From an optimization exercise on the open Yosys and OpenROAD flow, aimed at small area, a short achievable clock period and few clock cycles; shortcuts taken in it are not production practice. Only simulation tests tie the RTL to the original design; equivalence was not proved. Power figures rest on the tool's default switching activity, not on a simulated workload.

==> flow/design.v <==
package tpu_pkg;
    localparam int ARRAY_DIM = 4;
    localparam int DATA_W = 8;
    localparam int ACC_W  = 32;
    localparam int SUM_W  = 24;
    localparam int NCY    = 11;
    localparam int OPND_WORD_W = ARRAY_DIM * DATA_W;
    localparam int C_WORD_W = ARRAY_DIM * ACC_W;
    localparam int INDEX_W = 16;
    localparam int IDX_W = 14;
    localparam int DIM_W = 8;
    localparam logic [1:0] PH_READ  = 2'd0;
    localparam logic [1:0] PH_GAP   = 2'd1;
    localparam logic [1:0] PH_DRAIN = 2'd2;
    localparam logic [1:0] PH_FIN   = 2'd3;
endpackage
`timescale 1ns/1ps
import tpu_pkg::*;
module tile_sequencer
(
    input  logic               clk,
    input  logic               rst_n,
    input  logic               start_valid,
    input  logic [DIM_W-1:0]   k_dim,
    input  logic [DIM_W-1:0]   m_dim,
    input  logic [DIM_W-1:0]   n_dim,
    output logic               start_ready,
    output logic [INDEX_W-1:0] a_index,
    output logic [INDEX_W-1:0] b_index,
    output logic               rd,
    output logic               first_k,
    output logic               tile_done,
    output logic [1:0]         tile_cols_m1
);
    logic               busy;
    logic               first;
    logic [1:0]         phase;
    logic [DIM_W-1:0]   k_m1;
    logic [DIM_W-3:0]   m_last;
    logic [DIM_W-3:0]   n_last;
    logic [1:0]         v_last;
    logic [DIM_W-3:0]   mt_cnt;
    logic [DIM_W-3:0]   nt_cnt;
    logic [DIM_W-1:0]   k_cnt;
    logic [1:0]         cnt;
    logic [IDX_W-1:0]   a_idx;
    logic [IDX_W-1:0]   b_idx;
    logic [IDX_W-1:0]   b_base;
    logic [DIM_W-1:0]   m_dim_m1;
    logic [DIM_W-1:0]   n_dim_m1;
    logic               accept;
    logic               step;
    logic               k1_first;
    logic [IDX_W-1:0]   a_cur;
    logic [IDX_W-1:0]   b_cur;
    logic               last_k;
    logic               last_mt;
    logic               last_nt;
    logic [1:0]         gap;
    assign m_dim_m1 = m_dim - 1'b1;
    assign n_dim_m1 = n_dim - 1'b1;
    assign accept   = start_valid && !busy;
    assign step     = busy && phase == PH_READ;
    assign k1_first = first && k_m1 == '0;
    assign a_cur    = k1_first ? '0 : a_idx;
    assign b_cur    = k1_first ? '0 : b_idx;
    assign last_k   = k1_first || k_cnt == k_m1;
    assign last_mt  = mt_cnt == m_last;
    assign last_nt  = nt_cnt == n_last;
    assign rd           = accept || (step && !k1_first);
    assign first_k      = accept || k_cnt == '0;
    assign tile_done    = step && last_k;
    assign tile_cols_m1 = last_mt ? v_last : 2'd3;
    assign gap = k_m1[DIM_W-1:2] == '0 && tile_cols_m1 > k_m1[1:0] ?
                 tile_cols_m1 - k_m1[1:0] : 2'd0;
    always_ff @(posedge clk) begin
        if (accept) begin
            k_m1   <= k_dim - 1'b1;
            m_last <= m_dim_m1[DIM_W-1:2];
            n_last <= n_dim_m1[DIM_W-1:2];
            v_last <= m_dim_m1[1:0];
        end
    end
    always_ff @(posedge clk or negedge rst_n) begin
        if (!rst_n) begin
            busy   <= 1'b0;
            first  <= 1'b0;
            phase  <= PH_READ;
            mt_cnt <= '0;
            nt_cnt <= '0;
            k_cnt  <= '0;
            cnt    <= '0;
            a_idx  <= '0;
            b_idx  <= '0;
            b_base <= '0;
        end else begin
            first <= accept;
            if (accept) begin
                busy  <= 1'b1;
                phase <= PH_READ;
                k_cnt <= 8'd1;
                a_idx <= 14'd1;
                b_idx <= 14'd1;
            end else if (step) begin
                if (!last_k) begin
                    k_cnt <= k_cnt + 1'b1;
                    a_idx <= a_idx + 1'b1;
                    b_idx <= b_idx + 1'b1;
                end else begin
                    k_cnt <= '0;
                    cnt   <= gap;
                    if (!last_mt) begin
                        mt_cnt <= mt_cnt + 1'b1;
                        a_idx  <= a_cur + 1'b1;
                        b_idx  <= b_base;
                        phase  <= gap == 2'd0 ? PH_READ : PH_GAP;
                    end else if (!last_nt) begin
                        mt_cnt <= '0;
                        nt_cnt <= nt_cnt + 1'b1;
                        a_idx  <= '0;
                        b_idx  <= b_cur + 1'b1;
                        b_base <= b_cur + 1'b1;
                        phase  <= gap == 2'd0 ? PH_READ : PH_GAP;
                    end else begin
                        mt_cnt <= '0;
                        nt_cnt <= '0;
                        a_idx  <= '0;
                        b_idx  <= '0;
                        b_base <= '0;
                        cnt    <= tile_cols_m1;
                        phase  <= PH_DRAIN;
                    end
                end
            end else if (busy) begin
                cnt <= cnt - 1'b1;
                if (phase == PH_GAP && cnt == 2'd1) begin
                    phase <= PH_READ;
                end
                if (phase == PH_DRAIN && cnt == 2'd0) begin
                    phase <= PH_FIN;
                end
                if (phase == PH_FIN) begin
                    phase <= PH_READ;
                    busy  <= 1'b0;
                end
            end
        end
    end
    assign start_ready = !busy;
    assign a_index     = {{(INDEX_W-IDX_W){1'b0}}, a_idx};
    assign b_index     = {{(INDEX_W-IDX_W){1'b0}}, b_idx};
endmodule
`timescale 1ns/1ps
import tpu_pkg::*;
module operand_skew
(
    input  logic                                 clk,
    input  logic                                 rd,
    input  logic                                 first_k,
    input  logic [OPND_WORD_W-1:0]               a_data,
    input  logic [OPND_WORD_W-1:0]               b_data,
    output logic [OPND_WORD_W-1:0]               a_col,
    output logic [ARRAY_DIM*(DATA_W+2)-1:0]      a3_col,
    output logic [ARRAY_DIM*OPND_WORD_W-1:0]     b_col,
    output logic [ARRAY_DIM-1:0]                 clr_col
);
    logic [OPND_WORD_W-1:0] b_dly [ARRAY_DIM];
    logic                   clr_dly [ARRAY_DIM];
    always_ff @(posedge clk) begin
        b_dly[0]   <= b_data;
        clr_dly[0] <= rd && first_k;
        for (int c = 1; c < ARRAY_DIM; c++) begin
            b_dly[c]   <= b_dly[c-1];
            clr_dly[c] <= clr_dly[c-1];
        end
    end
    for (genvar c = 0; c < ARRAY_DIM; c++) begin : g_col
        logic [DATA_W-1:0] a_dly [c+1];
        logic [DATA_W-1:0] a_in;
        logic [DATA_W+1:0] a3_in;
        logic [DATA_W+1:0] a3_q;
        always_ff @(posedge clk) begin
            a_dly[0] <= rd ? a_data[OPND_WORD_W-1-c*DATA_W -: DATA_W] : '0;
            for (int i = 1; i <= c; i++) begin
                a_dly[i] <= a_dly[i-1];
            end
        end
        if (c == 0) begin : g_in
            assign a_in  = a_data[OPND_WORD_W-1 -: DATA_W];
            assign a3_in = rd ? {2'b00, a_in} + {1'b0, a_in, 1'b0} : '0;
        end else begin : g_dly
            assign a_in  = a_dly[c-1];
            assign a3_in = {2'b00, a_in} + {1'b0, a_in, 1'b0};
        end
        always_ff @(posedge clk) begin
            a3_q <= a3_in;
        end
        assign a3_col[c*(DATA_W+2) +: DATA_W+2]               = a3_q;
        assign a_col[OPND_WORD_W-1-c*DATA_W -: DATA_W]        = a_dly[c];
        assign b_col[c*OPND_WORD_W +: OPND_WORD_W]            = b_dly[c];
        assign clr_col[c]                                     = clr_dly[c];
    end
endmodule
`timescale 1ns/1ps
import tpu_pkg::*;
module mac_pe
(
    input  logic              clk,
    input  logic              clear,
    input  logic [DATA_W-1:0] a_in,
    input  logic [DATA_W+1:0] a3_in,
    input  logic [DATA_W-1:0] b_in,
    output logic [SUM_W-1:0]  s,
    output logic [NCY-1:0]   cy
);
    logic [39:0]      pp;
    logic [SUM_W-1:0] sg;
    logic [NCY-1:0]   cg;
    logic [SUM_W-1:0] s_d;
    logic [NCY-1:0]   cy_d;
    logic s1;
    logic c2;
    logic s3;
    logic c4;
    logic s5;
    logic c6;
    logic s7;
    logic c8;
    logic s9;
    logic c10;
    logic s11;
    logic c12;
    logic s13;
    logic c14;
    logic s15;
    logic c16;
    logic s17;
    logic c18;
    logic s19;
    logic c20;
    logic s21;
    logic c22;
    logic s23;
    logic c24;
    logic s25;
    logic c26;
    logic s27;
    logic c28;
    logic s29;
    logic c30;
    logic s31;
    logic c32;
    logic s33;
    logic c34;
    logic s35;
    logic c36;
    logic s37;
    logic c38;
    logic s39;
    logic c40;
    logic s41;
    logic c42;
    logic s43;
    logic c44;
    logic s45;
    logic c46;
    logic s47;
    logic c48;
    logic s49;
    logic c50;
    logic s51;
    logic c52;
    logic s53;
    logic c54;
    logic s55;
    logic c56;
    logic s57;
    logic c58;
    logic s59;
    logic c60;
    logic s61;
    logic c62;
    logic s63;
    logic c64;
    logic s65;
    logic c66;
    logic s67;
    logic c68;
    logic s69;
    logic c70;
    logic s71;
    logic c72;
    logic s73;
    logic c74;
    logic s75;
    logic c76;
    logic s77;
    logic c78;
    logic s79;
    logic c80;
    logic s81;
    logic c82;
    logic s83;
    logic c84;
    logic [DATA_W+1:0] a1;
    logic [DATA_W+1:0] a2;
    assign a1 = {2'b00, a_in};
    assign a2 = {1'b0, a_in, 1'b0};
    for (genvar j = 0; j < 4; j++) begin : g_pp
        logic d1, d2, d3;
        assign d1 = b_in[2*j+1:2*j] == 2'd1;
        assign d2 = b_in[2*j+1:2*j] == 2'd2;
        assign d3 = b_in[2*j+1:2*j] == 2'd3;
        assign pp[j*10 +: 10] = ({10{d1}} & a1) | ({10{d2}} & a2) | ({10{d3}} & a3_in);
    end
    assign sg = s & {SUM_W{!clear}};
    assign cg = cy & {11{!clear}};
    assign s1 = pp[4] ^ pp[12];
    assign c2 = pp[4] & pp[12];
    assign s3 = pp[5] ^ pp[13];
    assign c4 = pp[5] & pp[13];
    assign s5 = pp[6] ^ pp[14] ^ pp[22];
    assign c6 = (pp[6] & pp[14]) | (pp[6] & pp[22]) | (pp[14] & pp[22]);
    assign s7 = pp[30] ^ sg[6];
    assign c8 = pp[30] & sg[6];
    assign s9 = pp[7] ^ pp[15] ^ pp[23];
    assign c10 = (pp[7] & pp[15]) | (pp[7] & pp[23]) | (pp[15] & pp[23]);
    assign s11 = pp[31] ^ sg[7];
    assign c12 = pp[31] & sg[7];
    assign s13 = pp[8] ^ pp[16] ^ pp[24];
    assign c14 = (pp[8] & pp[16]) | (pp[8] & pp[24]) | (pp[16] & pp[24]);
    assign s15 = pp[32] ^ sg[8] ^ cg[3];
    assign c16 = (pp[32] & sg[8]) | (pp[32] & cg[3]) | (sg[8] & cg[3]);
    assign s17 = pp[9] ^ pp[17] ^ pp[25];
    assign c18 = (pp[9] & pp[17]) | (pp[9] & pp[25]) | (pp[17] & pp[25]);
    assign s19 = pp[33] ^ sg[9];
    assign c20 = pp[33] & sg[9];
    assign s21 = pp[18] ^ pp[26] ^ pp[34];
    assign c22 = (pp[18] & pp[26]) | (pp[18] & pp[34]) | (pp[26] & pp[34]);
    assign s23 = sg[10] ^ cg[4];
    assign c24 = sg[10] & cg[4];
    assign s25 = pp[19] ^ pp[27] ^ pp[35];
    assign c26 = (pp[19] & pp[27]) | (pp[19] & pp[35]) | (pp[27] & pp[35]);
    assign s27 = pp[28] ^ pp[36];
    assign c28 = pp[28] & pp[36];
    assign s29 = pp[2] ^ pp[10];
    assign c30 = pp[2] & pp[10];
    assign s31 = pp[3] ^ pp[11];
    assign c32 = pp[3] & pp[11];
    assign s33 = pp[20] ^ sg[4] ^ cg[1];
    assign c34 = (pp[20] & sg[4]) | (pp[20] & cg[1]) | (sg[4] & cg[1]);
    assign s35 = pp[21] ^ sg[5] ^ s3;
    assign c36 = (pp[21] & sg[5]) | (pp[21] & s3) | (sg[5] & s3);
    assign s37 = cg[2] ^ s5 ^ s7;
    assign c38 = (cg[2] & s5) | (cg[2] & s7) | (s5 & s7);
    assign s39 = s9 ^ s11 ^ c6;
    assign c40 = (s9 & s11) | (s9 & c6) | (s11 & c6);
    assign s41 = s13 ^ s15 ^ c10;
    assign c42 = (s13 & s15) | (s13 & c10) | (s15 & c10);
    assign s43 = s17 ^ s19 ^ c14;
    assign c44 = (s17 & s19) | (s17 & c14) | (s19 & c14);
    assign s45 = s21 ^ s23 ^ c18;
    assign c46 = (s21 & s23) | (s21 & c18) | (s23 & c18);
    assign s47 = sg[11] ^ s25 ^ c22;
    assign c48 = (sg[11] & s25) | (sg[11] & c22) | (s25 & c22);
    assign s49 = sg[12] ^ cg[5] ^ s27;
    assign c50 = (sg[12] & cg[5]) | (sg[12] & s27) | (cg[5] & s27);
    assign s51 = pp[29] ^ pp[37] ^ sg[13];
    assign c52 = (pp[29] & pp[37]) | (pp[29] & sg[13]) | (pp[37] & sg[13]);
    assign s53 = pp[38] ^ sg[14];
    assign c54 = pp[38] & sg[14];
    assign s55 = sg[2] ^ cg[0];
    assign c56 = sg[2] & cg[0];
    assign s57 = sg[3] ^ s31 ^ c30;
    assign c58 = (sg[3] & s31) | (sg[3] & c30) | (s31 & c30);
    assign s59 = s1 ^ s33 ^ c32;
    assign c60 = (s1 & s33) | (s1 & c32) | (s33 & c32);
    assign s61 = c2 ^ s35 ^ c34;
    assign c62 = (c2 & s35) | (c2 & c34) | (s35 & c34);
    assign s63 = c4 ^ s37 ^ c36;
    assign c64 = (c4 & s37) | (c4 & c36) | (s37 & c36);
    assign s65 = c8 ^ s39 ^ c38;
    assign c66 = (c8 & s39) | (c8 & c38) | (s39 & c38);
    assign s67 = c12 ^ s41 ^ c40;
    assign c68 = (c12 & s41) | (c12 & c40) | (s41 & c40);
    assign s69 = c16 ^ s43 ^ c42;
    assign c70 = (c16 & s43) | (c16 & c42) | (s43 & c42);
    assign s71 = c20 ^ s45 ^ c44;
    assign c72 = (c20 & s45) | (c20 & c44) | (s45 & c44);
    assign s73 = c24 ^ s47 ^ c46;
    assign c74 = (c24 & s47) | (c24 & c46) | (s47 & c46);
    assign s75 = c26 ^ s49 ^ c48;
    assign c76 = (c26 & s49) | (c26 & c48) | (s49 & c48);
    assign s77 = c28 ^ s51 ^ c50;
    assign c78 = (c28 & s51) | (c28 & c50) | (s51 & c50);
    assign s79 = cg[6] ^ s53 ^ c52;
    assign c80 = (cg[6] & s53) | (cg[6] & c52) | (s53 & c52);
    assign s81 = pp[39] ^ sg[15] ^ c54;
    assign c82 = (pp[39] & sg[15]) | (pp[39] & c54) | (sg[15] & c54);
    assign s83 = sg[16] ^ cg[7];
    assign c84 = sg[16] & cg[7];
    assign {cy_d[0], s_d[1:0]} = 3'({pp[1], pp[0]}) + 3'({sg[1], sg[0]});
    assign {cy_d[1], s_d[3:2]} = 3'({s57, s29}) + 3'({c56, s55});
    assign {cy_d[2], s_d[5:4]} = 3'({s61, s59}) + 3'({c60, c58});
    assign {cy_d[3], s_d[7:6]} = 3'({s65, s63}) + 3'({c64, c62});
    assign {cy_d[4], s_d[9:8]} = 3'({s69, s67}) + 3'({c68, c66});
    assign {cy_d[5], s_d[11:10]} = 3'({s73, s71}) + 3'({c72, c70});
    assign {cy_d[6], s_d[13:12]} = 3'({s77, s75}) + 3'({c76, c74});
    assign {cy_d[7], s_d[15:14]} = 3'({s81, s79}) + 3'({c80, c78});
    assign {cy_d[8], s_d[17:16]} = 3'({sg[17], s83}) + 3'({c84, c82});
    assign {cy_d[9], s_d[19:18]} = 3'({sg[19], sg[18]}) + 3'({1'b0, cg[8]});
    assign {cy_d[10], s_d[21:20]} = 3'({sg[21], sg[20]}) + 3'({1'b0, cg[9]});
    assign s_d[23:22] = {sg[23], sg[22]} + {1'b0, cg[10]};
    always_ff @(posedge clk) begin
        s  <= s_d;
        cy <= cy_d;
    end
endmodule
module sum_resolve
(
    input  logic [SUM_W-1:0] s,
    input  logic [NCY-1:0]   cy,
    output logic [SUM_W-1:0] sum
);
    assign sum = s + ((SUM_W'(cy[0]) << 2) | (SUM_W'(cy[1]) << 4) | (SUM_W'(cy[2]) << 6) | (SUM_W'(cy[3]) << 8) | (SUM_W'(cy[4]) << 10) | (SUM_W'(cy[5]) << 12) | (SUM_W'(cy[6]) << 14) | (SUM_W'(cy[7]) << 16) | (SUM_W'(cy[8]) << 18) | (SUM_W'(cy[9]) << 20) | (SUM_W'(cy[10]) << 22));
endmodule
`timescale 1ns/1ps
import tpu_pkg::*;
module result_drain
(
    input  logic                                 clk,
    input  logic                                 rst_n,
    input  logic                                 start_accept,
    input  logic                                 tile_done,
    input  logic [1:0]                           tile_cols_m1,
    input  logic [ARRAY_DIM*ARRAY_DIM*SUM_W-1:0] s_flat,
    input  logic [ARRAY_DIM*ARRAY_DIM*NCY-1:0]   cy_flat,
    output logic                                 c_wr_en,
    output logic [INDEX_W-1:0]                   c_index,
    output logic [C_WORD_W-1:0]                  c_data
);
    logic             wpend;
    logic [1:0]       wn_m1;
    logic             take;
    logic [1:0]       wcol;
    logic [1:0]       wrem;
    logic [IDX_W-1:0] c_idx;
    logic [SUM_W-1:0] c_sum [ARRAY_DIM];
    always_ff @(posedge clk or negedge rst_n) begin
        if (!rst_n) begin
            wpend   <= 1'b0;
            wn_m1   <= '0;
            take    <= 1'b0;
            wcol    <= '0;
            wrem    <= '0;
            c_wr_en <= 1'b0;
        end else begin
            wpend   <= tile_done;
            wn_m1   <= tile_cols_m1;
            c_wr_en <= take;
            if (wpend) begin
                take <= 1'b1;
                wcol <= '0;
                wrem <= wn_m1;
            end else if (take && wrem != '0) begin
                wcol <= wcol + 1'b1;
                wrem <= wrem - 1'b1;
            end else begin
                take <= 1'b0;
            end
        end
    end
    for (genvar r = 0; r < ARRAY_DIM; r++) begin : g_lane
        logic [SUM_W-1:0] s_sel;
        logic [NCY-1:0]   cy_sel;
        logic [SUM_W-1:0] sum;
        always_comb begin
            case (wcol)
                2'd0:    begin s_sel = s_flat[(r*ARRAY_DIM+0)*SUM_W +: SUM_W]; cy_sel = cy_flat[(r*ARRAY_DIM+0)*NCY +: NCY]; end
                2'd1:    begin s_sel = s_flat[(r*ARRAY_DIM+1)*SUM_W +: SUM_W]; cy_sel = cy_flat[(r*ARRAY_DIM+1)*NCY +: NCY]; end
                2'd2:    begin s_sel = s_flat[(r*ARRAY_DIM+2)*SUM_W +: SUM_W]; cy_sel = cy_flat[(r*ARRAY_DIM+2)*NCY +: NCY]; end
                default: begin s_sel = s_flat[(r*ARRAY_DIM+3)*SUM_W +: SUM_W]; cy_sel = cy_flat[(r*ARRAY_DIM+3)*NCY +: NCY]; end
            endcase
        end
        sum_resolve sum_resolve_i (
            .s   (s_sel),
            .cy  (cy_sel),
            .sum (sum)
        );
        always_ff @(posedge clk) begin
            c_sum[r] <= sum;
        end
        assign c_data[C_WORD_W-1-r*ACC_W -: ACC_W] = {{(ACC_W-SUM_W){1'b0}}, c_sum[r]};
    end
    always_ff @(posedge clk or negedge rst_n) begin
        if (!rst_n) begin
            c_idx <= '0;
        end else if (start_accept) begin
            c_idx <= '0;
        end else if (c_wr_en) begin
            c_idx <= c_idx + 1'b1;
        end
    end
    assign c_index = {{(INDEX_W-IDX_W){1'b0}}, c_idx};
endmodule
`timescale 1ns/1ps
import tpu_pkg::*;
module systolic_tpu
(
    input  logic                   clk,
    input  logic                   rst_n,
    input  logic                   start_valid,
    output logic                   start_ready,
    input  logic [DIM_W-1:0]       k_dim,
    input  logic [DIM_W-1:0]       m_dim,
    input  logic [DIM_W-1:0]       n_dim,
    output logic [INDEX_W-1:0]     a_index,
    input  logic [OPND_WORD_W-1:0] a_data,
    output logic [INDEX_W-1:0]     b_index,
    input  logic [OPND_WORD_W-1:0] b_data,
    output logic                   c_wr_en,
    output logic [INDEX_W-1:0]     c_index,
    output logic [C_WORD_W-1:0]    c_data
);
    logic                                 rd;
    logic                                 first_k;
    logic                                 tile_done;
    logic [1:0]                           tile_cols_m1;
    logic [ARRAY_DIM-1:0]                 clr_col;
    logic [OPND_WORD_W-1:0]               a_col;
    logic [ARRAY_DIM*(DATA_W+2)-1:0]      a3_col;
    logic [ARRAY_DIM*OPND_WORD_W-1:0]     b_col;
    logic [ARRAY_DIM*ARRAY_DIM*SUM_W-1:0] s_flat;
    logic [ARRAY_DIM*ARRAY_DIM*NCY-1:0]   cy_flat;
    tile_sequencer tile_sequencer_i (
        .clk          (clk),
        .rst_n        (rst_n),
        .start_valid  (start_valid),
        .k_dim        (k_dim),
        .m_dim        (m_dim),
        .n_dim        (n_dim),
        .start_ready  (start_ready),
        .a_index      (a_index),
        .b_index      (b_index),
        .rd           (rd),
        .first_k      (first_k),
        .tile_done    (tile_done),
        .tile_cols_m1 (tile_cols_m1)
    );
    operand_skew operand_skew_i (
        .clk     (clk),
        .rd      (rd),
        .first_k (first_k),
        .a_data  (a_data),
        .b_data  (b_data),
        .a_col   (a_col),
        .a3_col  (a3_col),
        .b_col   (b_col),
        .clr_col (clr_col)
    );
    for (genvar r = 0; r < ARRAY_DIM; r++) begin : g_row
        for (genvar c = 0; c < ARRAY_DIM; c++) begin : g_col
            mac_pe mac_pe_i (
                .clk   (clk),
                .clear (clr_col[c]),
                .a_in  (a_col[OPND_WORD_W-1-c*DATA_W -: DATA_W]),
                .a3_in (a3_col[c*(DATA_W+2) +: DATA_W+2]),
                .b_in  (b_col[c*OPND_WORD_W + OPND_WORD_W-1-r*DATA_W -: DATA_W]),
                .s     (s_flat[(r*ARRAY_DIM+c)*SUM_W +: SUM_W]),
                .cy    (cy_flat[(r*ARRAY_DIM+c)*NCY +: NCY])
            );
        end
    end
    result_drain result_drain_i (
        .clk          (clk),
        .rst_n        (rst_n),
        .start_accept (start_valid && start_ready),
        .tile_done    (tile_done),
        .tile_cols_m1 (tile_cols_m1),
        .s_flat       (s_flat),
        .cy_flat      (cy_flat),
        .c_wr_en      (c_wr_en),
        .c_index      (c_index),
        .c_data       (c_data)
    );
endmodule
==> flow/run.sh <==
#!/bin/bash
# synth_recipe.tcl (not shown) runs the flow's synth.tcl, then flattens the netlist and writes it again
# the make line also repeats each setting of config.mk as NAME=value (left out here)
make -C /OpenROAD-flow-scripts/flow DESIGN_CONFIG=/design/flow/config.mk WORK_HOME=/design/flow/orfs CLKGATE_MAP_FILE= SYNTH_SCRIPT=/design/flow/synth_recipe.tcl finish
==> flow/config.mk <==
export PLATFORM = sky130hd
export DESIGN_NAME = systolic_tpu
export DESIGN_NICKNAME = systolic_tpu
export VERILOG_FILES = /design/flow/design.v
export SDC_FILE = /design/flow/constraint.sdc
export NUM_CORES = 4
export LEC_CHECK = 0
export CAP_MARGIN = 20
export CORE_MARGIN = 2
export CORE_UTILIZATION = 40
export SETUP_SLACK_MARGIN = 2.5
export SLEW_MARGIN = 20
==> flow/constraint.sdc <==
create_clock -name core_clock -period 7.0 [get_ports {clk}]
set_input_delay 1.4000 -clock core_clock [delete_from_list [all_inputs] [get_ports {clk}]]
set_output_delay 1.4000 -clock core_clock [all_outputs]
set_load 0.01 [all_outputs]
==> out/qor.json, run 1 <==
{
  "synth_top_cell_area_share_pct": 26.5,
  "antenna_violating_nets_left": 0,
  "num-nets-final": 7814,
  "final.setup.tns_ns": 0,
  "timing.critical_path.fanout_max": 47,
  "rsz0062_at_grt": "no",
  "synth.area.top_cells": "dfxtp_1 27%, fa_1 18%, ha_1 9.5%, mux2_2 7.8%, nor2b_1 4.9%",
  "mappedNetlistArea_sq_um": 68200,
  "placed_cells": 8666,
  "comb_power_share_pct": 53.5,
  "slew_headroom_pct": 29.4,
  "p_sw_share_pct": 44.0,
  "postSynth.asyncResetShare_pct": 8.95,
  "cts-root-buf": "clkbuf_16",
  "clkPwrFrac_pct": 18.5,
  "cts.sink_count": 1017,
  "crit_path_end_kind": "flop",
  "vdd.ir_drop.worst_v": 0.000256,
  "synth_warnings": 11,
  "synth_largest_area_cell": "dfxtp_1",
  "min_from": "operand_skew_i.g_col[3].a_dly[0][1]$_SDFF_PN0_",
  "final_layout_size_suffix_gt1_share_pct": 12.5,
  "worst_hold_path.num_cells": 0,
  "htree_num_levels": 3,
  "hold-worst-slack_ns": 0.325,
  "capturing_point_of_the_worst_reg2reg_path": "result_drain_i.c_sum[0][23]$_DFF_P_",
  "synth-edff-count": 22,
  "synth_area_per_inst_sq_um": 10.3,
  "drcViolationCount": 0,
  "startpoint_type": "flop",
  "synth-seq-cells": 1017,
  "vias": 49025,
  "synth_cells": 6632,
  "synthTopCellsByCount": "904 x dfxtp_1, 866 x inv_1, 629 x fa_1",
  "routed_wire_length_mm": 215,
  "cts_made_buffers": 119,
  "cts.path.max_buffers": 3,
  "worstSkewPairLatency_ns": 0.80,
  "worst_slew_pin_slew_ns": 1.06,
  "grt_first_pass_wirelength_mm": 321,
  "rr_startpoint": "result_drain_i.wcol[1]$_DFFE_PN0P_",
  "register_area_sq_um": 21100,
  "most_frequently_used_cell_type_in_the_post_synthesis_netlist": "dfxtp_1",
  "setup_viol_count_final": 0,
  "synth-seq-area-share_pct": 30.8,
  "die_area_sq_um": 174000,
  "final.fill_count": 15822,
  "grtUsageTotal_pct": 24.5,
  "area.growth.synth_to_final_pct": 12.1,
  "die-height_microns": 417,
  "setup_crit_path_kind": "reg2reg",
  "worst_hold_path_type": "reg2reg",
  "outcome": "no timing/DRC/antenna violations",
  "yosysUniqueCellTypes": 78,
  "finClkSkew_ns": 0.0598,
  "p_seq_share_pct": 28.0,
  "buffer_ports.inserted": 230,
  "core_region_area_sq_um": 169000,
  "largest_net_degree_at_the_start_of_global_routing": 151,
  "route.detailed.wl_per_inst_microns": 24.1,
  "multiInputGateArea_sq_um": 42000,
  "switching_power_total_mw": 16.2,
  "r2r_setup_slack_ns": 2.69,
  "first_pass_iters": 11,
  "power.leakage_nw": 35.9,
  "gr-total-overflow": 0,
  "power_density_nw_per_um2": 483,
  "number_of_global_route_vias_before_repair": 50195,
  "maximum_clock_frequency_mhz": 232,
  "worst-r2r-cell-count": 11,
  "drtIter0Drc": 4281,
  "finalWeightedCongestion": 0.919,
  "row_cnt": 151,
  "cts_hold_buffers": 0,
  "yosys_most_used_dff": "dfxtp_1",
  "drv_slew": 0,
  "report.final.hold_viol_count": 0,
  "cts_tree": "done",
  "number_of_antenna_violations_at_the_first_check_in_global_routing": 21,
  "cts.reportedPaths.clkPinSlew_ns": 0.06,
  "worstPathArrival_ns": 4.98,
  "final_period_minus_worst_setup_slack_ns": 4.31,
  "ios": 269,
  "ratio_of_final_minimum_period_to_clock_period_pct": 61.6,
  "dieWidth_microns": 417,
  "worst-endpoint-required_ns": 7.67,
  "holdPathEnd": "operand_skew_i.g_col[3].a_dly[1][1]$_DFF_P_",
  "maxCapViolCount": 0,
  "instances_no_fill": 8912,
  "avgViaCountPerCell": 5.50,
  "internal_power_of_the_cells_mw": 20.7,
  "place.detailed.hpwl_mm": 153,
  "floorplan.initialDensity_pct": 40.3
}
## cell type report
| cell class | count | area share (%) |
|---|---|---|
| diodes | 15 | 0.0491 |
| clock buffers | 150 | 4.31 |
| clock inverters | 76 | 1.34 |
| inverters | 868 | 4.28 |
| multi-input cells | 4263 | 54.9 |
| flip-flops and latches | 1017 | 27.6 |
| well taps | 2218 | 3.63 |
| repair buffers | 305 | 3.92 |
## placed cells by master (no fill, tap or decap), drive strengths merged, types with 9 or more instances in the layout
| master | netlist | routed |
|---|---|---|
| a211oi | 12 | 12 |
| a21o | 28 | 28 |
| a21oi | 166 | 166 |
| a222oi | 134 | 134 |
| a22o | 262 | 262 |
| a22oi | 196 | 196 |
| a31oi | 20 | 20 |
| and2 | 65 | 65 |
| and3 | 52 | 52 |
| buf | 86 | 76 |
| bufinv | 0 | 19 |
| clkbuf | 435 | 150 |
| clkdlybuf4s50 | 0 | 229 |
| clkinv | 1 | 37 |
| clkinvlp | 0 | 13 |
| conb | 1 | 38 |
| dfrtp | 91 | 91 |
| dfxtp | 904 | 904 |
| diode | 0 | 15 |
| edfxtp | 22 | 22 |
| fa | 629 | 629 |
| ha | 520 | 520 |
| inv | 867 | 875 |
| mux2 | 475 | 475 |
| mux2i | 78 | 78 |
| nand2 | 188 | 188 |
| nand2b | 163 | 163 |
| nand3 | 77 | 77 |
| nand4 | 9 | 9 |
| nor2 | 200 | 200 |
| nor2b | 539 | 539 |
| nor3 | 22 | 22 |
| nor4 | 13 | 13 |
| o21ai | 95 | 95 |
| o21bai | 14 | 14 |
| o31ai | 16 | 16 |
| xnor2 | 112 | 112 |
| xor2 | 72 | 72 |
## critical path, cell delays in order (launching register included)
cell and delay (ns):
dfrtp_1 0.44, inv_1 0.19, ha_4 0.53, buf_4 0.62
a222oi_1 0.30, mux2i_1 0.22, ha_1 0.29, a31oi_1 0.28
a21boi_2 0.56, o21bai_2 0.17, and3_1 0.18, or3_1 0.34
## flip-flops by register name, indices dropped and copies added, names as in the netlist, 6 cells and up
register and cells:
result_drain_i.c_idx 14, tile_sequencer_i.n_last 6, tile_sequencer_i.mt_cnt 6, tile_sequencer_i.nt_cnt 6, tile_sequencer_i.k_m1 8, operand_skew_i.g_col.a_dly 77
operand_skew_i.g_col.a3_q 39, g_row.g_col.mac_pe_i.cy 176, tile_sequencer_i.b_base 14, tile_sequencer_i.b_idx 14, tile_sequencer_i.m_last 6, g_row.g_col.mac_pe_i.s 384
tile_sequencer_i.k_cnt 8, result_drain_i.c_sum 96, operand_skew_i.b_dly 128, tile_sequencer_i.a_idx 14
## worst max path at each step
stage / start / endpoint / slack (ns) / cells past startpoint
after floorplan: result_drain_i.wcol[0]$_DFFE_PN0P_ / result_drain_i.c_sum[0][23]$_DFF_P_ / 2.72 / 19
after global placement: result_drain_i.wcol[0]$_DFFE_PN0P_ / result_drain_i.c_sum[3][22]$_DFF_P_ / 2.31 / 14
after detailed placement: result_drain_i.wcol[0]$_DFFE_PN0P_ / result_drain_i.c_sum[3][20]$_DFF_P_ / 2.24 / 14
after CTS: result_drain_i.wcol[0]$_DFFE_PN0P_ / result_drain_i.c_sum[3][20]$_DFF_P_ / 2.39 / 14
after global routing: result_drain_i.wcol[1]$_DFFE_PN0P_ / result_drain_i.c_sum[1][20]$_DFF_P_ / 2.50 / 15
final: result_drain_i.wcol[1]$_DFFE_PN0P_ / result_drain_i.c_sum[0][23]$_DFF_P_ / 2.69 / 11
## metrics by stage
stage / setup WS, ns / utilization (%) / instance area [sq um] / total power [mW]
global route: 2.50 / 45.1 / 76500 / 40.6
global placement: 2.31 / 42.5 / 72000 / 29.5
floorplan: 2.72 / - / 68400 / 23.0
detailed placement: 2.24 / 42.5 / 72000 / 30.1
finish: 2.69 / 45.1 / 76500 / 36.9
CTS: 2.39 / 45.1 / 76400 / 37.2
## kinds of logic after synthesis
kind of cell / after synthesis / synth area share, %
compound gates: 992 / 11.1
xor+xnor: 184 / 2.36
fa+ha+maj: 1149 / 28.0
buf+inv: 1389 / 7.95
flops: 1017 / 30.8
mux: 553 / 8.99
other cells: 1 / 0.00550
simple gates: 1347 / 10.8
## repair_timing
action / 4_1_cts / 5_1_grt
setup endpoints to repair: 16 / 17
pin swaps: 1 / 1
buffers inserted: 3 / 2
hold endpoints to repair: 0 / 0
resized for setup: 3 / 9
## routing by layer
layer	track usage, %	share of wire (%)
met3	4.40	7.5
met2	39.0	45
met5	0	0.018
met4	11.3	5.2
met1	32.4	42
## power by group through the flow
stage	Combinational, mW	Sequential, mW	Clock, mW
finish	19.7	10.3	6.83
global route	22.9	10.5	7.20
CTS	19.9	10.3	6.99
detailed placement	19.7	10.4	0
global placement	19.1	10.4	0
floorplan	14.1	8.94	0
Testbench counts, summed over its fixed seeds: cycles 41,281.
==> run 2, diff against run 1 <==
--- a/flow/design.v
+++ b/flow/design.v
@@ -423,5 +423,53 @@
     output logic [SUM_W-1:0] sum
 );
-    assign sum = s + ((SUM_W'(cy[0]) << 2) | (SUM_W'(cy[1]) << 4) | (SUM_W'(cy[2]) << 6) | (SUM_W'(cy[3]) << 8) | (SUM_W'(cy[4]) << 10) | (SUM_W'(cy[5]) << 12) | (SUM_W'(cy[6]) << 14) | (SUM_W'(cy[7]) << 16) | (SUM_W'(cy[8]) << 18) | (SUM_W'(cy[9]) << 20) | (SUM_W'(cy[10]) << 22));
+    logic [NCY:0] cin;
+    logic [NCY-1:0] g;
+    logic [NCY-1:0] p;
+    assign sum[1:0] = s[1:0];
+    assign cin[0] = 1'b0;
+    assign g[0] = &s[3:2] & cy[0];
+    assign p[0] = (&s[3:2] & !cy[0]) | (s[3:2] == 2'd2 & cy[0]);
+    assign cin[1] = g[0] | (p[0] & cin[0]);
+    assign sum[3:2] = s[3:2] + 2'(cy[0]) + 2'(cin[0]);
+    assign g[1] = &s[5:4] & cy[1];
+    assign p[1] = (&s[5:4] & !cy[1]) | (s[5:4] == 2'd2 & cy[1]);
+    assign cin[2] = g[1] | (p[1] & cin[1]);
+    assign sum[5:4] = s[5:4] + 2'(cy[1]) + 2'(cin[1]);
+    assign g[2] = &s[7:6] & cy[2];
+    assign p[2] = (&s[7:6] & !cy[2]) | (s[7:6] == 2'd2 & cy[2]);
+    assign cin[3] = g[2] | (p[2] & cin[2]);
+    assign sum[7:6] = s[7:6] + 2'(cy[2]) + 2'(cin[2]);
+    assign g[3] = &s[9:8] & cy[3];
+    assign p[3] = (&s[9:8] & !cy[3]) | (s[9:8] == 2'd2 & cy[3]);
+    assign cin[4] = g[3] | (p[3] & cin[3]);
+    assign sum[9:8] = s[9:8] + 2'(cy[3]) + 2'(cin[3]);
+    assign g[4] = &s[11:10] & cy[4];
+    assign p[4] = (&s[11:10] & !cy[4]) | (s[11:10] == 2'd2 & cy[4]);
+    assign cin[5] = g[4] | (p[4] & cin[4]);
+    assign sum[11:10] = s[11:10] + 2'(cy[4]) + 2'(cin[4]);
+    assign g[5] = &s[13:12] & cy[5];
+    assign p[5] = (&s[13:12] & !cy[5]) | (s[13:12] == 2'd2 & cy[5]);
+    assign cin[6] = g[5] | (p[5] & cin[5]);
+    assign sum[13:12] = s[13:12] + 2'(cy[5]) + 2'(cin[5]);
+    assign g[6] = &s[15:14] & cy[6];
+    assign p[6] = (&s[15:14] & !cy[6]) | (s[15:14] == 2'd2 & cy[6]);
+    assign cin[7] = g[6] | (p[6] & cin[6]);
+    assign sum[15:14] = s[15:14] + 2'(cy[6]) + 2'(cin[6]);
+    assign g[7] = &s[17:16] & cy[7];
+    assign p[7] = (&s[17:16] & !cy[7]) | (s[17:16] == 2'd2 & cy[7]);
+    assign cin[8] = g[7] | (p[7] & cin[7]);
+    assign sum[17:16] = s[17:16] + 2'(cy[7]) + 2'(cin[7]);
+    assign g[8] = &s[19:18] & cy[8];
+    assign p[8] = (&s[19:18] & !cy[8]) | (s[19:18] == 2'd2 & cy[8]);
+    assign cin[9] = g[8] | (p[8] & cin[8]);
+    assign sum[19:18] = s[19:18] + 2'(cy[8]) + 2'(cin[8]);
+    assign g[9] = &s[21:20] & cy[9];
+    assign p[9] = (&s[21:20] & !cy[9]) | (s[21:20] == 2'd2 & cy[9]);
+    assign cin[10] = g[9] | (p[9] & cin[9]);
+    assign sum[21:20] = s[21:20] + 2'(cy[9]) + 2'(cin[9]);
+    assign g[10] = &s[23:22] & cy[10];
+    assign p[10] = (&s[23:22] & !cy[10]) | (s[23:22] == 2'd2 & cy[10]);
+    assign cin[11] = g[10] | (p[10] & cin[10]);
+    assign sum[23:22] = s[23:22] + 2'(cy[10]) + 2'(cin[10]);
 endmodule
 `timescale 1ns/1ps
@@ -443,5 +491,5 @@
     logic [1:0]       wn_m1;
     logic             take;
-    logic [1:0]       wcol;
+    logic [3:0]       wsel;
     logic [1:0]       wrem;
     logic [IDX_W-1:0] c_idx;
@@ -452,5 +500,5 @@
             wn_m1   <= '0;
             take    <= 1'b0;
-            wcol    <= '0;
+            wsel    <= '0;
             wrem    <= '0;
             c_wr_en <= 1'b0;
@@ -461,8 +509,8 @@
             if (wpend) begin
                 take <= 1'b1;
-                wcol <= '0;
+                wsel <= 4'b0001;
                 wrem <= wn_m1;
             end else if (take && wrem != '0) begin
-                wcol <= wcol + 1'b1;
+                wsel <= {wsel[2:0], 1'b0};
                 wrem <= wrem - 1'b1;
             end else begin
@@ -476,10 +524,10 @@
         logic [SUM_W-1:0] sum;
         always_comb begin
-            case (wcol)
-                2'd0:    begin s_sel = s_flat[(r*ARRAY_DIM+0)*SUM_W +: SUM_W]; cy_sel = cy_flat[(r*ARRAY_DIM+0)*NCY +: NCY]; end
-                2'd1:    begin s_sel = s_flat[(r*ARRAY_DIM+1)*SUM_W +: SUM_W]; cy_sel = cy_flat[(r*ARRAY_DIM+1)*NCY +: NCY]; end
-                2'd2:    begin s_sel = s_flat[(r*ARRAY_DIM+2)*SUM_W +: SUM_W]; cy_sel = cy_flat[(r*ARRAY_DIM+2)*NCY +: NCY]; end
-                default: begin s_sel = s_flat[(r*ARRAY_DIM+3)*SUM_W +: SUM_W]; cy_sel = cy_flat[(r*ARRAY_DIM+3)*NCY +: NCY]; end
-            endcase
+            s_sel  = '0;
+            cy_sel = '0;
+            for (int c = 0; c < ARRAY_DIM; c++) begin
+                s_sel  = s_sel  | ({SUM_W{wsel[c]}} & s_flat[(r*ARRAY_DIM+c)*SUM_W +: SUM_W]);
+                cy_sel = cy_sel | ({NCY{wsel[c]}}   & cy_flat[(r*ARRAY_DIM+c)*NCY +: NCY]);
+            end
         end
         sum_resolve sum_resolve_i (
--- a/flow/config.mk
+++ b/flow/config.mk
@@ -6,7 +6,8 @@
 export NUM_CORES = 4
 export LEC_CHECK = 0
+export ABC_AREA = 1
 export CAP_MARGIN = 20
 export CORE_MARGIN = 2
 export CORE_UTILIZATION = 40
-export SETUP_SLACK_MARGIN = 2.5
+export SETUP_SLACK_MARGIN = 3.0
 export SLEW_MARGIN = 20
==> run 2 against run 1 <==
Clock power up 1%. Die area decreased by 6.0%. Worst setup slack improved by 0.37 ns. Clock-buffer cell count down 4. Register-to-register slack better by 0.37 ns. Sequential power is 18% lower.
==> out/qor.json, run 2 <==
{
  "outcome": "no timing/DRC/antenna violations",
  "drv_slew": {"value": 0, "change": "unchanged"},
  "ios": {"value": 269, "change": "unchanged"},
  "drtIter0Drc": {"value": 5110, "change": "+19%"},
  "synth.area.top_cells": "dfxtp_1 28%, fa_1 21%, ha_1 9.2%, inv_1 8.7%, nand2_1 6.6%",
  "final_layout_size_suffix_gt1_share": {"value": 4.73, "unit": "%", "change": "-7.7 points"},
  "route.detailed.wl_per_inst": {"value": 22.6, "unit": "microns", "change": "-6.2%"},
  "worst_hold_path_type": "reg2reg",
  "power.leakage": {"value": 35.4, "unit": "nW", "change": "-1.4%"},
  "power_density": {"value": 362, "unit": "nW/um^2", "change": "-25%"},
  "synth-xor-area-share": {"value": 1.82, "unit": "%", "change": "-0.55 points"},
  "first_pass_iters": {"value": 6, "change": "-5"},
  "finClkSkew": {"value": 0.0785, "unit": "ns", "change": "+0.0187 ns"},
  "synth-edff-count": {"value": 22, "change": "unchanged"},
  "maximum_clock_frequency": {"value": 254, "unit": "MHz", "change": "+9.5%"},
  "most_frequent_cells_in_the_layout": "1477 x inv_1, 1128 x nand2_1, 885 x dfxtp_1",
  "synth_largest_area_cell": "dfxtp_1",
  "num-nets-final": {"value": 8574, "change": "+9.7%"},
  "grt_first_pass_wirelength": {"value": 323, "unit": "mm", "change": "+0.44%"},
  "synth_top_cell_area_share": {"value": 28.2, "unit": "%", "change": "+1.7 points"},
  "buffer_ports.inserted": {"value": 230, "change": "unchanged"},
  "setup_slack": {"value": 3.06, "unit": "ns", "change": "+0.374 ns"},
  "synth-adder-area-share": {"value": 30.1, "unit": "%", "change": "+2.1 points"},
  "report.final.hold_viol_count": {"value": 0, "change": "unchanged"},
  "synth_warnings": {"value": 11, "change": "unchanged"},
  "ratio_of_final_minimum_period_to_clock_period": {"value": 56.2, "unit": "%", "change": "-5.3 points"},
  "row_cnt": {"value": 146, "change": "-3.3%"},
  "cts-root-buf": "clkbuf_16",
  "startpoint_type": "flop",
  "place_ws": {"value": 2.67, "unit": "ns", "change": "+0.437 ns"},
  "vias": {"value": 50836, "change": "+3.7%"},
  "timing.critical_path.fanout_max": {"value": 17, "change": "-64%"},
  "crit_path_end_kind": "flop",
  "final_common_cell": "inv_1",
  "regMostFlops": "g_row.g_col.mac_pe_i.s",
  "place.detailed.hpwl": {"value": 164, "unit": "mm", "change": "+7.6%"},
  "cts_made_buffers": {"value": 115, "change": "-3.4%"},
  "dieWidth": {"value": 404, "unit": "microns", "change": "-3.0%"},
  "floorplan.initialDensity": {"value": 40.4, "unit": "%", "change": "+0.13 points"},
  "core_region_area": {"value": 159000, "unit": "sq um", "change": "-6.3%"},
  "synth-seq-cells": {"value": 1019, "change": "+0.20%"},
  "finalWeightedCongestion": {"value": 0.952, "change": "+3.5%"},
  "avgViaCountPerCell": {"value": 5.34, "change": "-3.0%"},
  "routed_wire_length": {"value": 215, "unit": "mm", "change": "+0.26%"},
  "synth_top_family_by_area": "adder cells",
  "gr-total-overflow": {"value": 0, "change": "unchanged"},
  "grtUsageTotal": {"value": 26.3, "unit": "%", "change": "+1.8 points"},
  "cts_tree": "done",
  "yosys_most_used_dff": "dfxtp_1",
  "mappedNetlistArea": {"value": 64100, "unit": "sq um", "change": "-6.0%"},
  "setup_crit_path_kind": "reg2reg",
  "worst_slew_pin_slew": {"value": 1.19, "unit": "ns", "change": "+0.128 ns"},
  "synth_compound_gate_area_share": {"value": 11.2, "unit": "%", "change": "+0.11 points"},
  "most_frequently_used_cell_type_in_the_post_synthesis_netlist": "inv_1",
  "vdd.ir_drop.worst": {"value": 0.000227, "unit": "V", "change": "-12%"},
  "htree_num_levels": {"value": 3, "change": "unchanged"},
  "area.growth.synth_to_final_pct": 13.3,
  "die-height": {"value": 404, "unit": "microns", "change": "-3.0%"},
  "register_area": {"value": 21100, "unit": "sq um", "change": "+0.19%"},
  "largestRegisters": "g_row.g_col.mac_pe_i.s x384, g_row.g_col.mac_pe_i.cy x176, operand_skew_i.b_dly x128",
  "drcViolationCount": {"value": 0, "change": "unchanged"},
  "cts.path.max_buffers": {"value": 3, "change": "unchanged"},
  "final.fill_count": {"value": 15181, "change": "-4.1%"},
  "rsz0062_at_grt": "no",
  "antenna_violating_nets_left": {"value": 0, "change": "unchanged"},
  "final.setup.tns": {"value": 0, "unit": "ns", "change": "unchanged"},
  "multiInputGateArea": {"value": 36100, "unit": "sq um", "change": "-14%"},
  "largest_register_ff_count": {"value": 384, "change": "unchanged"},
  "slew_headroom": {"value": 20.0, "unit": "%", "change": "-9.4 points"},
  "synth_cells": {"value": 7209, "change": "+8.7%"},
  "r2r_setup_slack": {"value": 3.06, "unit": "ns", "change": "+0.37 ns"},
  "worstPathArrival": {"value": 4.53, "unit": "ns", "change": "-0.45 ns"},
  "synth_area_per_inst": {"value": 8.90, "unit": "sq um", "change": "-14%"},
  "yosysUniqueCellTypes": {"value": 60, "change": "-23%"},
  "cts.sink_count": {"value": 1019, "change": "+0.20%"},
  "synthTopCellsByCount": "1488 x inv_1, 1128 x nand2_1, 904 x dfxtp_1",
  "cts.reportedPaths.clkPinSlew": {"value": 0.06, "unit": "ns", "change": "about the same"},
  "worstSkewPairLatency": {"value": 0.78, "unit": "ns", "change": "-0.02 ns"},
  "synth-seq-area-share": {"value": 32.9, "unit": "%", "change": "+2.1 points"},
  "maxCapViolCount": {"value": 0, "change": "unchanged"},
  "setup_viol_count_final": {"value": 0, "change": "unchanged"},
  "number_of_global_route_vias_before_repair": {"value": 50785, "change": "+1.2%"},
  "final_period_minus_worst_setup_slack": {"value": 3.94, "unit": "ns", "change": "-0.374 ns"},
  "cts_hold_buffers": {"value": 0, "change": "unchanged"},
  "postSynth.asyncResetShare": {"value": 9.13, "unit": "%", "change": "+0.18 points"},
  "number_of_antenna_violations_at_the_first_check_in_global_routing": {"value": 12, "change": "-43%"},
  "largest_net_degree_at_the_start_of_global_routing": {"value": 80, "change": "-47%"},
  "synth-simple-area-share": {"value": 12.8, "unit": "%", "change": "+2.0 points"},
  "worst-endpoint-required": {"value": 7.59, "unit": "ns", "change": "-0.08 ns"},
  "die_area": {"value": 164000, "unit": "sq um", "change": "-6.0%"},
  "synth.area.mux_share": {"value": 0.0702, "unit": "%", "change": "-8.9 points"}
}
==> run 2: critical path, stage by stage, from the launching register on <==
cell and delay (ns):
dfxtp_2 0.47, inv_1 0.67, o221ai_1 0.30, fa_1 0.55
inv_1 0.06, fa_1 0.53, inv_1 0.05, fa_1 0.46
ha_1 0.23, fa_1 0.43
==> run 2: per-stage QoR <==
step | total power [mW] | cells | cell area, sq um | util, % | hold WS (ns)
CTS | 26.5 | 9510 | 72500 | 45.7 | 0.326
global placement | 18.9 | 9281 | 68000 | 42.8 | 0.314
floorplan | 16.0 | 7246 | 64300 | - | 0.310
detailed placement | 19.4 | 9281 | 68000 | 42.8 | 0.312
global route | 28.9 | 9526 | 72700 | 45.8 | 0.329
finish | 26.3 | 9528 | 72700 | 45.8 | 0.324
==> run 2: logic make-up after synthesis <==
logic type	count (synthesis)
other	1
buffers and inverters	1811
adders and majority gates	1141
xor gates and xnor gates	133
AOI/OAI and AO/OA	1031
and+or+nand+nor	2069
DFF	1019
muxes	4
==> run 2: worst paths after layout <==
kind                                                        startpoint                                     endpoint  depth (start not counted)
setup / recovery           operand_skew_i.g_col[1].a_dly[1][4]$_DFF_P_     g_row[3].g_col[1].mac_pe_i.s[11]$_DFF_P_                          9
hold / removal             operand_skew_i.g_col[3].a_dly[1][3]$_DFF_P_  operand_skew_i.g_col[3].a_dly[2][3]$_DFF_P_                          0
setup reg to reg           operand_skew_i.g_col[1].a_dly[1][4]$_DFF_P_     g_row[3].g_col[1].mac_pe_i.s[11]$_DFF_P_                          9
max in group asynchronous                                        rst_n          result_drain_i.c_idx[1]$_DFFE_PN0P_                          2
hold reg to reg            operand_skew_i.g_col[3].a_dly[1][3]$_DFF_P_  operand_skew_i.g_col[3].a_dly[2][3]$_DFF_P_                          0
min in group asynchronous                                        rst_n        tile_sequencer_i.b_idx[8]$_DFFE_PN0P_                          1
==> run 2: routing by layer <==
layer	track usage [%]	vias to the layer above	routed length, microns
li1	-	23123	-
met1	37.7	24970	95600
met2	38.9	2334	91600
met3	6.39	405	21500
met4	8.43	4	6340
met5	0	-	23
==> run 2: area by class of cell <==
| cell class | count | area share, % |
|---|---|---|
| Multi-Input combinational cell | 4416 | 49.6 |
| Clock inverter | 73 | 1.64 |
| Timing Repair Buffer | 287 | 3.86 |
| Clock buffer | 146 | 4.38 |
| Tap cell | 2072 | 3.57 |
| Antenna cell | 12 | 0.0413 |
| Inverter | 1503 | 7.83 |
| Sequential cell | 1019 | 29.1 |
==> run 2: report_power, final <==
part	internal, mW	switching, mW
sequential	7.55	0.886
clock	4.14	2.77
combinational	4.47	6.52
total	16.2	10.2
==> run 2: what timing repair did <==
action / in CTS / in global routing
setup endpoints to repair: 112 / 51
endpoints found under the hold margin: 0 / 0
buffers inserted: 10 / 6
gates resized for setup: 19 / 21
Testbench counts of run 2, summed over its fixed seeds: cycles 41,281.
==> run 3, diff against run 2 <==
--- a/flow/design.v
+++ b/flow/design.v
@@ -4,5 +4,5 @@
     localparam int ACC_W  = 32;
     localparam int SUM_W  = 24;
-    localparam int NCY    = 11;
+    localparam int NCY    = 8;
     localparam int OPND_WORD_W = ARRAY_DIM * DATA_W;
     localparam int C_WORD_W = ARRAY_DIM * ACC_W;
@@ -315,5 +315,5 @@
     end
     assign sg = s & {SUM_W{!clear}};
-    assign cg = cy & {11{!clear}};
+    assign cg = cy & {8{!clear}};
     assign s1 = pp[4] ^ pp[12];
     assign c2 = pp[4] & pp[12];
@@ -408,8 +408,5 @@
     assign {cy_d[6], s_d[13:12]} = 3'({s77, s75}) + 3'({c76, c74});
     assign {cy_d[7], s_d[15:14]} = 3'({s81, s79}) + 3'({c80, c78});
-    assign {cy_d[8], s_d[17:16]} = 3'({sg[17], s83}) + 3'({c84, c82});
-    assign {cy_d[9], s_d[19:18]} = 3'({sg[19], sg[18]}) + 3'({1'b0, cg[8]});
-    assign {cy_d[10], s_d[21:20]} = 3'({sg[21], sg[20]}) + 3'({1'b0, cg[9]});
-    assign s_d[23:22] = {sg[23], sg[22]} + {1'b0, cg[10]};
+    assign s_d[23:16] = {sg[23], sg[22], sg[21], sg[20], sg[19], sg[18], sg[17], s83} + {1'b0, 1'b0, 1'b0, 1'b0, 1'b0, 1'b0, c84, c82};
     always_ff @(posedge clk) begin
         s  <= s_d;
@@ -456,20 +453,8 @@
     assign cin[7] = g[6] | (p[6] & cin[6]);
     assign sum[15:14] = s[15:14] + 2'(cy[6]) + 2'(cin[6]);
-    assign g[7] = &s[17:16] & cy[7];
-    assign p[7] = (&s[17:16] & !cy[7]) | (s[17:16] == 2'd2 & cy[7]);
+    assign g[7] = &s[23:16] & cy[7];
+    assign p[7] = (&s[23:16] & !cy[7]) | (s[23:16] == 8'd254 & cy[7]);
     assign cin[8] = g[7] | (p[7] & cin[7]);
-    assign sum[17:16] = s[17:16] + 2'(cy[7]) + 2'(cin[7]);
-    assign g[8] = &s[19:18] & cy[8];
-    assign p[8] = (&s[19:18] & !cy[8]) | (s[19:18] == 2'd2 & cy[8]);
-    assign cin[9] = g[8] | (p[8] & cin[8]);
-    assign sum[19:18] = s[19:18] + 2'(cy[8]) + 2'(cin[8]);
-    assign g[9] = &s[21:20] & cy[9];
-    assign p[9] = (&s[21:20] & !cy[9]) | (s[21:20] == 2'd2 & cy[9]);
-    assign cin[10] = g[9] | (p[9] & cin[9]);
-    assign sum[21:20] = s[21:20] + 2'(cy[9]) + 2'(cin[9]);
-    assign g[10] = &s[23:22] & cy[10];
-    assign p[10] = (&s[23:22] & !cy[10]) | (s[23:22] == 2'd2 & cy[10]);
-    assign cin[11] = g[10] | (p[10] & cin[10]);
-    assign sum[23:22] = s[23:22] + 2'(cy[10]) + 2'(cin[10]);
+    assign sum[23:16] = s[23:16] + 8'(cy[7]) + 8'(cin[7]);
 endmodule
 `timescale 1ns/1ps
--- a/flow/config.mk
+++ b/flow/config.mk
@@ -9,5 +9,5 @@
 export CAP_MARGIN = 20
 export CORE_MARGIN = 2
-export CORE_UTILIZATION = 40
-export SETUP_SLACK_MARGIN = 3.0
+export CORE_UTILIZATION = 55
+export SETUP_SLACK_MARGIN = 3.5
 export SLEW_MARGIN = 20
==> run 3 against run 2 <==
Still clean. Clock-buffer cell count shrank 4. Largest cell class unchanged. Final cell count is 2.9% lower. Clock skew shrank 0.052 ns. Synthesized area down 1.3%. Sequential share of layout area fell by 1.3 points. First-iteration DRC count is 23% higher. Core utilization rose by 18 points. Non-clock buffer count rose by 162. Via count grew 4.9%.
==> out/qor.json, run 3 <==
{
  "worst_slew_pin_slew": {"value": 1.01, "unit": "ns", "change": "-0.174 ns"},
  "postSynth.asyncResetShare": {"value": 9.58, "unit": "%", "change": "+0.45 points"},
  "instances_no_fill": {"value": 9254, "change": "-2.9%"},
  "worstPathArrival": {"value": 4.10, "unit": "ns", "change": "-0.43 ns"},
  "drv_slew": {"value": 0, "change": "unchanged"},
  "cts-root-buf": "clkbuf_16",
  "gr-total-overflow": {"value": 0, "change": "unchanged"},
  "final_layout_size_suffix_gt1_share": {"value": 9.65, "unit": "%", "change": "+4.9 points"},
  "power_density": {"value": 458, "unit": "nW/um^2", "change": "+26%"},
  "routed_wire_length": {"value": 220, "unit": "mm", "change": "+2.5%"},
  "largest_net_degree_at_the_start_of_global_routing": {"value": 82, "change": "+2.5%"},
  "final.setup.tns": {"value": 0, "unit": "ns", "change": "unchanged"},
  "largestRegisters": "g_row.g_col.mac_pe_i.s x384, g_row.g_col.mac_pe_i.cy x128, operand_skew_i.b_dly x128",
  "row_cnt": {"value": 124, "change": "-15%"},
  "maximum_clock_frequency": {"value": 284, "unit": "MHz", "change": "+12%"},
  "synth-edff-count": {"value": 22, "change": "unchanged"},
  "share_of_the_core_filled_with_cells": {"value": 64.1, "unit": "%", "change": "+18 points"},
  "most_frequent_cells_in_the_layout": "1403 x inv_1, 1336 x nand2_1, 774 x dfxtp_1",
  "largest_register_ff_count": {"value": 384, "change": "unchanged"},
  "grt_first_pass_wirelength": {"value": 327, "unit": "mm", "change": "+1.2%"},
  "totalPowerFinal": {"value": 33.5, "unit": "mW", "change": "+27%"},
  "route.detailed.wl_per_inst": {"value": 23.8, "unit": "microns", "change": "+5.5%"},
  "buffer_ports.inserted": {"value": 230, "change": "unchanged"},
  "power.leakage": {"value": 34.9, "unit": "nW", "change": "-1.4%"},
  "synth-seq-area-share": {"value": 31.8, "unit": "%", "change": "-1.1 points"},
  "synth_warnings": {"value": 11, "change": "unchanged"},
  "cts.path.max_buffers": {"value": 3, "change": "unchanged"},
  "timing.critical_path.fanout_max": {"value": 48, "change": "+31"},
  "maxCapViolCount": {"value": 0, "change": "unchanged"},
  "most_frequently_used_cell_type_in_the_post_synthesis_netlist": "inv_1",
  "insertedDiodeCount": {"value": 0, "change": "-12"},
  "vias": {"value": 53345, "change": "+4.9%"},
  "report.final.hold_viol_count": {"value": 0, "change": "unchanged"},
  "synth-xor-area-share": {"value": 2.59, "unit": "%", "change": "+0.77 points"},
  "drcViolationCount": {"value": 0, "change": "unchanged"},
  "mappedNetlistArea": {"value": 63300, "unit": "sq um", "change": "-1.3%"},
  "synth_compound_gate_area_share": {"value": 10.6, "unit": "%", "change": "-0.56 points"},
  "worst_hold_path.num_cells": {"value": 0, "change": "unchanged"},
  "finClkSkew": {"value": 0.0265, "unit": "ns", "change": "-0.0520 ns"},
  "die_area": {"value": 118000, "unit": "sq um", "change": "-28%"},
  "synth_top_cell_area_share": {"value": 27.1, "unit": "%", "change": "-1.1 points"},
  "synth.area.top_cells": "dfxtp_1 27%, fa_1 21%, inv_1 8.7%, nand2_1 8.3%, ha_1 8.1%",
  "startpoint_type": "flop",
  "floorplan.initialDensity": {"value": 55.4, "unit": "%", "change": "+15 points"},
  "antenna_violating_nets_left": {"value": 0, "change": "unchanged"},
  "dpl_cell_area": {"value": 66500, "unit": "sq um", "change": "-2.2%"},
  "drtIter0Drc": {"value": 6292, "change": "+23%"},
  "ratio_of_final_minimum_period_to_clock_period": {"value": 50.3, "unit": "%", "change": "-6.0 points"},
  "num-nets-final": {"value": 8809, "change": "+2.7%"},
  "synth-simple-area-share": {"value": 15.1, "unit": "%", "change": "+2.3 points"},
  "final_period_minus_worst_setup_slack": {"value": 3.52, "unit": "ns", "change": "-0.419 ns"},
  "die-height": {"value": 343, "unit": "microns", "change": "-15%"},
  "dieWidth": {"value": 343, "unit": "microns", "change": "-15%"},
  "setup_crit_path_kind": "reg2reg",
  "synth-seq-cells": {"value": 971, "change": "-4.7%"},
  "worst-r2r-cell-count": {"value": 15, "change": "+6"},
  "slew_headroom": {"value": 31.7, "unit": "%", "change": "+12 points"},
  "final_common_cell": "inv_1",
  "cts.reportedPaths.clkPinSlew": {"value": 0.06, "unit": "ns", "change": "about the same"},
  "setup_viol_count_final": {"value": 0, "change": "unchanged"},
  "grtUsageTotal": {"value": 37.2, "unit": "%", "change": "+11 points"},
  "synth_cells": {"value": 7348, "change": "+1.9%"},
  "ios": {"value": 269, "change": "unchanged"},
  "vdd.ir_drop.worst": {"value": 0.000264, "unit": "V", "change": "+16%"},
  "yosys_most_used_dff": "dfxtp_1",
  "synth-adder-area-share": {"value": 28.9, "unit": "%", "change": "-1.2 points"},
  "synth_top_family_by_area": "adder cells",
  "cts_made_buffers": {"value": 107, "change": "-7.0%"},
  "synthTopCellsByCount": "1466 x inv_1, 1397 x nand2_1, 856 x dfxtp_1",
  "placed_cells": {"value": 8864, "change": "-4.5%"},
  "outcome": "no timing/DRC/antenna violations",
  "place.detailed.hpwl": {"value": 164, "unit": "mm", "change": "about the same"},
  "post-route-cell-area": {"value": 73200, "unit": "sq um", "change": "+0.67%"},
  "area.growth.synth_to_final_pct": 15.7,
  "htree_num_levels": {"value": 3, "change": "unchanged"},
  "avgViaCountPerCell": {"value": 5.76, "change": "+8.0%"},
  "number_of_global_route_vias_before_repair": {"value": 51777, "change": "+2.0%"},
  "number_of_antenna_violations_at_the_first_check_in_global_routing": {"value": 11, "change": "-1"},
  "synth.area.mux_share": {"value": 0, "unit": "%", "change": "-0.070 points"},
  "cts_tree": "done",
  "cts.sink_count": {"value": 971, "change": "-4.7%"},
  "worst_hold_path_type": "reg2reg",
  "first_pass_iters": {"value": 7, "change": "+1"},
  "synth_area_per_inst": {"value": 8.61, "unit": "sq um", "change": "-3.2%"},
  "yosysUniqueCellTypes": {"value": 60, "change": "unchanged"},
  "worstSkewPairLatency": {"value": 0.72, "unit": "ns", "change": "-0.06 ns"},
  "finalWeightedCongestion": {"value": 1.00, "change": "+5.3%"},
  "synth_largest_area_cell": "dfxtp_1",
  "worst-endpoint-required": {"value": 7.59, "unit": "ns", "change": "about the same"},
  "rsz0062_at_grt": "yes",
  "core_region_area": {"value": 114000, "unit": "sq um", "change": "-28%"},
  "crit_path_end_kind": "flop",
  "regMostFlops": "g_row.g_col.mac_pe_i.s"
}
==> run 3: metrics by stage <==
stage               worst slack, ns  hold WS, ns
floorplan                      3.50        0.310
global placement               2.70        0.310
detailed placement             2.65        0.312
CTS                            3.47        0.317
global route                   3.33        0.330
finish                         3.48        0.322
==> run 3: critical path, cell delays in order, from the launching register on <==
cell and delay (ns):
dfrtp_4 0.52, inv_2 0.17, buf_12 0.29, o22ai_1 0.26, or2_2 0.40, nand3_1 0.08, nand2_1 0.06, nand3_1 0.15
nand3_1 0.11, nand3_1 0.08, nand2_1 0.14, fa_1 0.49, ha_1 0.26, nand2_1 0.10, nor3_1 0.07, xor2_1 0.17
==> run 3: final timing paths <==
check	start	slack (ns)	end
min in group asynchronous	rst_n	0.67	tile_sequencer_i.b_base[13]$_DFFE_PN0P_
setup / recovery	result_drain_i.wsel[0]$_DFFE_PN0P_	3.48	result_drain_i.c_sum[2][22]$_DFF_P_
setup reg to reg	result_drain_i.wsel[0]$_DFFE_PN0P_	3.48	result_drain_i.c_sum[2][22]$_DFF_P_
max in group asynchronous	rst_n	5.18	result_drain_i.c_idx[3]$_DFFE_PN0P_
hold / removal	operand_skew_i.g_col[2].a_dly[0][4]$_SDFF_PN0_	0.32	operand_skew_i.g_col[2].a_dly[1][4]$_DFF_P_
hold reg to reg	operand_skew_i.g_col[2].a_dly[0][4]$_SDFF_PN0_	0.32	operand_skew_i.g_col[2].a_dly[1][4]$_DFF_P_
==> run 3: metal layers <==
layer  vias to the layer above  share of wire (%)  GRT usage (%)
li1                      23867                  -              -
met1                     25731                 40           51.4
met2                      3114                 44           57.7
met3                       625                 11           7.93
met4                         8                4.8           13.7
met5                         -              0.018              0
==> run 3: kinds of logic after synthesis <==
group | after synthesis
AND/OR/NAND/NOR | 2375
other | 1
adder cells (fa/ha/maj) | 1069
XOR/XNOR | 187
AO/OA/AOI/OAI | 967
flip-flops | 971
buffers and inverters | 1778
==> run 3: cell type report <==
class,count,area (sq um)
flip-flops and latches,971,20300
clock inverters,60,697
well taps,1512,1890
inverters,1484,5850
multi-input cells,4636,36800
repair buffers,449,4550
clock buffers,142,3100
fillers,9831,41000
==> run 3: what timing repair did <==
| action | in CTS | in global routing |
|---|---|---|
| hold buffers | 0 | 0 |
| setup buffers | 113 | 72 |
| cloned | 2 | 1 |
| pin swaps | 0 | 2 |
| resized for setup | 183 | 199 |
| setup endpoints to repair | 322 | 137 |
==> run 3: report_power, final <==
| group | internal (mW) | leakage, nW | total (mW) | switching [mW] |
|---|---|---|---|---|
| Combinational | 7.30 | 24.5 | 18.2 | 10.9 |
| Clock | 3.57 | 1.85 | 6.10 | 2.52 |
| Sequential | 7.61 | 8.57 | 9.20 | 1.60 |
| Total | 18.5 | 34.9 | 33.5 | 15.1 |
Testbench counts of run 3, summed over its fixed seeds: cycles 41,281.

-- afterwards: timing with drivers on the ports --
The results above use ideal ports. As a check the final layouts listed here were re-extracted and re-timed, cells and wires unchanged. Step 1 assumes that a clkbuf_16 drives the clock port and a buf_2 every other input. Step 2 also shifts input and output timing later by t, the mid clock arrival at the registers, as if the neighbouring blocks saw the same clock. Slacks: no drivers / after step 1 / after step 2; pairs: no drivers / after step 1.
run | t (ns) | setup slack, ns | worst setup path at the end
run 1 | 0.857 | 2.690 / 2.690 / 2.690 | register to register
run 2 | 0.827 | 3.064 / 3.064 / 2.810 | input to register
run 3 | 0.790 | 3.482 / 3.482 / 2.992 | input to register
After both steps every run listed still meets setup and hold. The setup slack of run 3, which loses most, moves by 0.000 ns with the drivers and by -0.490 ns with both steps.
